Context: an optimization exercise on an open-source flow, tuned for a short achievable clock period and few clock cycles. The choices shown serve that exercise and are no tape-out recipe. The RTL was checked by simulation tests, not by an equivalence proof against the original design. Power figures rest on the tool's default switching activity, not on a simulated workload.

Setup of the reference run:
// mipsCore
module mipsCore #(
	parameter mipsCorePkg::word_t resetPc = '0
) (
	input logic clk,
	input logic rstN,
	output mipsCorePkg::word_t instrAddr,
	input mipsCorePkg::word_t instr,
	output mipsCorePkg::word_t dataAddr,
	output mipsCorePkg::word_t dataWrData,
	output logic dataWrEn,
	input mipsCorePkg::word_t dataRdData
);
For scale: ~6500 cells after synthesis, about 1700 flip-flops, ~160 I/O pins.
Settings: LEC_CHECK=0, CAP_MARGIN=20, CORE_MARGIN=2, CORE_UTILIZATION=50, CTS_CLUSTER_DIAMETER=80, CTS_CLUSTER_SIZE=25, PLACE_DENSITY=0.65, SLEW_MARGIN=20; clock period 11.0 ns.
standard.sh (not shown) runs the stock make flow with config.mk's settings and CLKGATE_MAP_FILE= SYNTH_SCRIPT=/design/flow/synth_recipe.tcl, a recipe that flattens the netlist after the stock synthesis.
==> flow/flow/run.sh <==
#!/bin/bash
# The standard layout (the standard.sh, unchanged synthesis), with the
# timing repair steps aiming for extra setup slack so that the achieved
# period is pushed below the design's period. The SDC is not changed.
set -o pipefail
export SETUP_SLACK_MARGIN=$(cat flow/setup_margin.txt)
cp standard.sh standard.sh.log
bash standard.sh > standard_run.log 2>&1
==> flow/flow/setup_margin.txt <==
7.6
Testbench counts of the reference run, summed over its fixed seeds: cycles 49,118.
Modified inputs, the trial run compared to the reference run
==> flow/config.mk <==
export PLATFORM = sky130hd
export DESIGN_NAME = mipsCore
export DESIGN_NICKNAME = mipsCore
export VERILOG_FILES = /design/flow/design.v
export SDC_FILE = /design/flow/constraint.sdc
export NUM_CORES = 4
export LEC_CHECK = 0
export CAP_MARGIN = 20
export CORE_MARGIN = 2
export CORE_UTILIZATION = 40
export CTS_CLUSTER_DIAMETER = 80
export CTS_CLUSTER_SIZE = 25
export PLACE_DENSITY = 0.55
export SLEW_MARGIN = 20
Findings:
- The trial run: all stages complete, timing, DRC and antenna checks passed
- Compared with the reference run, in the trial run routed wire length on met2 up about 7%; clock transition at the registers of the reported paths up 0.02 ns; part of the total power dissipated in sequential elements flat.
- Changes observed in the trial run relative to the reference run: wire length after detailed routing up about 3.5%, cell count moved up.


run F:
mipsCore, a different RTL version from the one above (not shown whole).
Size in the first run: ~5,800 cells after synthesis, about 1,600 flip-flops, ~160 I/O pins, ~0.082 mm² of cells after synthesis.
==> flow/config.mk <==
export PLATFORM = sky130hd
export DESIGN_NAME = mipsCore
export DESIGN_NICKNAME = mipsCore
export VERILOG_FILES = /design/flow/design.v
export SDC_FILE = /design/flow/constraint.sdc
export NUM_CORES = 4
export LEC_CHECK = 0
export CAP_MARGIN = 20
export CORE_MARGIN = 2
export CORE_UTILIZATION = 50
export CTS_CLUSTER_DIAMETER = 80
export CTS_CLUSTER_SIZE = 25
export PLACE_DENSITY = 0.65
export SLEW_MARGIN = 20
==> flow/constraint.sdc <==
create_clock -name core_clock -period 11.0 [get_ports {clk}]
set_input_delay 2.2000 -clock core_clock [delete_from_list [all_inputs] [get_ports {clk}]]
set_output_delay 2.2000 -clock core_clock [all_outputs]
set_load 0.01 [all_outputs]
Scripts as last shown in full above: flow/flow/run.sh, flow/flow/setup_margin.txt
Looking at the reports, run F completed the entire flow and the layout it produced met the timing, DRC and antenna checks.
Testbench counts of run F, summed over its fixed seeds: cycles 49,118.
Input-level comparison between run C and run F:
- PLACE_DENSITY: 0.65 -> 0.55
- CORE_UTILIZATION: 50 -> 40
--- outcome ---
Both conditions hold for run C: the flow ran to the end and the final layout passed the timing, DRC and antenna checks.
Run F and run C ended up with nearly the same clock-pin transition on the worst setup and hold timing paths.
Run C: met3 wire length about 25% below run F
NOTE: via total after detailed routing in run C falls short of that of run F


== v6 ==
Another version of the RTL of mipsCore (not shown whole).
Size in the first run: ~5700 cells after synthesis, about 1700 flip-flops.
## mipsCore
module mipsCore #(
	parameter mipsCorePkg::word_t resetPc = '0
) (
	input logic clk,
	input logic rstN,
	output mipsCorePkg::word_t instrAddr,
	input mipsCorePkg::word_t instr,
	output mipsCorePkg::word_t dataAddr,
	output mipsCorePkg::word_t dataWrData,
	output logic dataWrEn,
	input mipsCorePkg::word_t dataRdData
);
	typedef mipsCorePkg::word_t word_t;
	typedef mipsCorePkg::regAddr_t regAddr_t;
	word_t pcF;
	word_t instrD, pcPlus4D, pcPlus8D;
	word_t linkPred;
	localparam int bhtBits = 5;
	logic [1:0] bht [1 << bhtBits];
	logic [bhtBits - 1:0] bhtIdxD, bhtIdxE;
	logic flipD, backE, bneE, brE;
	mipsCorePkg::regAddr_t rfAddrA, rfAddrB;
	word_t srcAE, srcBE, srcBxE, srcCE, altPcE;
	logic cinE;
	regAddr_t shamtE, destE;
	logic opAddE, opSubE, opAndE, opOrE, opSltE, opSllE;
	logic loadE, storeE, ctlE, jrE, xorE;
	word_t aluOutM, storeDataM, memAddrM;
	logic loadFwdCE;
	regAddr_t destM;
	logic loadM, storeM;
	word_t resultW;
	regAddr_t destW;
	logic [5:0] opD, fnD;
	regAddr_t rsD, rtD, rdD;
	logic isR, isAddu, isSubu, isAnd, isOr, isSlt, isSll, isJr;
	logic isAddiu, isOri, isLui, isLw, isSw, isBeq, isBne, isJ, isJal;
	logic useA, useB, predTakenD, stallD, misE;
	logic zeroE, resolveD, takenD;
	regAddr_t destD;
  ...
Settings: LEC_CHECK=0, CAP_MARGIN=20, CORE_MARGIN=2, CORE_UTILIZATION=50, CTS_CLUSTER_DIAMETER=80, CTS_CLUSTER_SIZE=25, PLACE_DENSITY=0.65, SLEW_MARGIN=20; clock period 11.0 ns.
==> flow/flow/setup_margin.txt <==
7.45
Scripts as last shown in full above: flow/flow/run.sh
v6 was carried through to the last stage, and its layout satisfied the timing, DRC and antenna checks.
Testbench counts of v6, summed over its fixed seeds: cycles 49,118.
What v7 does differently from v6 at the input level:
==> flow/flow/setup_margin.txt <==
7.6
Results
- The lower met2 track demand over resource came out of v6.
- As far as post-route worst hold slack is concerned, v7 and v6 perform about the same.
- Looking at final clock period utilization by the worst path, v7 sits above v6.
- Maximum fanout along the worst path, v7 and v6: smaller value in v7
- Diff v6..v7 | count of multi-input combinational gates | negligible

==> static timing again, ports no longer ideal <==
How much do the figures lean on ideal ports? The routed layouts below were timed once more, with nothing changed but the port constraints.
Step 1 (the two cells are an assumption about what drives the block):
set clk [get_ports {clk}]
set_driving_cell -lib_cell sky130_fd_sc_hd__clkbuf_16 $clk
set_driving_cell -lib_cell sky130_fd_sc_hd__buf_2 [delete_from_list [all_inputs] $clk]
Step 2 adds t to the input delays and takes it off the output delays; t is the mean of the earliest and latest rising clock arrival at the registers after step 1. Input paths then give back, and output paths get back, about the clock's delay inside the block.
a / b / c = ideal / step 1 / step 2; a / b = the first two.
| run | t, ns | slack for setup (ns) | hold slack, ns | worst setup path after step 2 | worst data-port slew with drivers (ns) |
|---|---|---|---|---|---|
| the reference run | 0.840 | 7.413 / 7.413 / 6.744 | 0.329 / 0.329 / 0.329 | input to register | 0.05 |
| the trial run | 0.889 | 7.298 / 7.298 / 6.837 | 0.325 / 0.325 / 0.325 | input to register | 0.08 |
| run F | 0.852 | 7.405 / 7.376 / 6.764 | 0.325 / 0.325 / 0.325 | input to register | 0.06 |
| run C | 0.897 | 7.446 / 7.363 / 6.725 | 0.328 / 0.328 / 0.328 | input to register | 0.06 |
| v6 | 0.838 | 7.344 / 7.344 / 6.610 | 0.328 / 0.328 / 0.328 | input to register | 0.06 |
| v7 | 0.826 | 7.321 / 7.321 / 6.715 | 0.330 / 0.330 / 0.330 | input to register | 0.06 |
After both steps every run listed still meets setup and hold. The setup slack of v6, which loses most, moves by 0.000 ns with the drivers and by -0.734 ns with both steps.
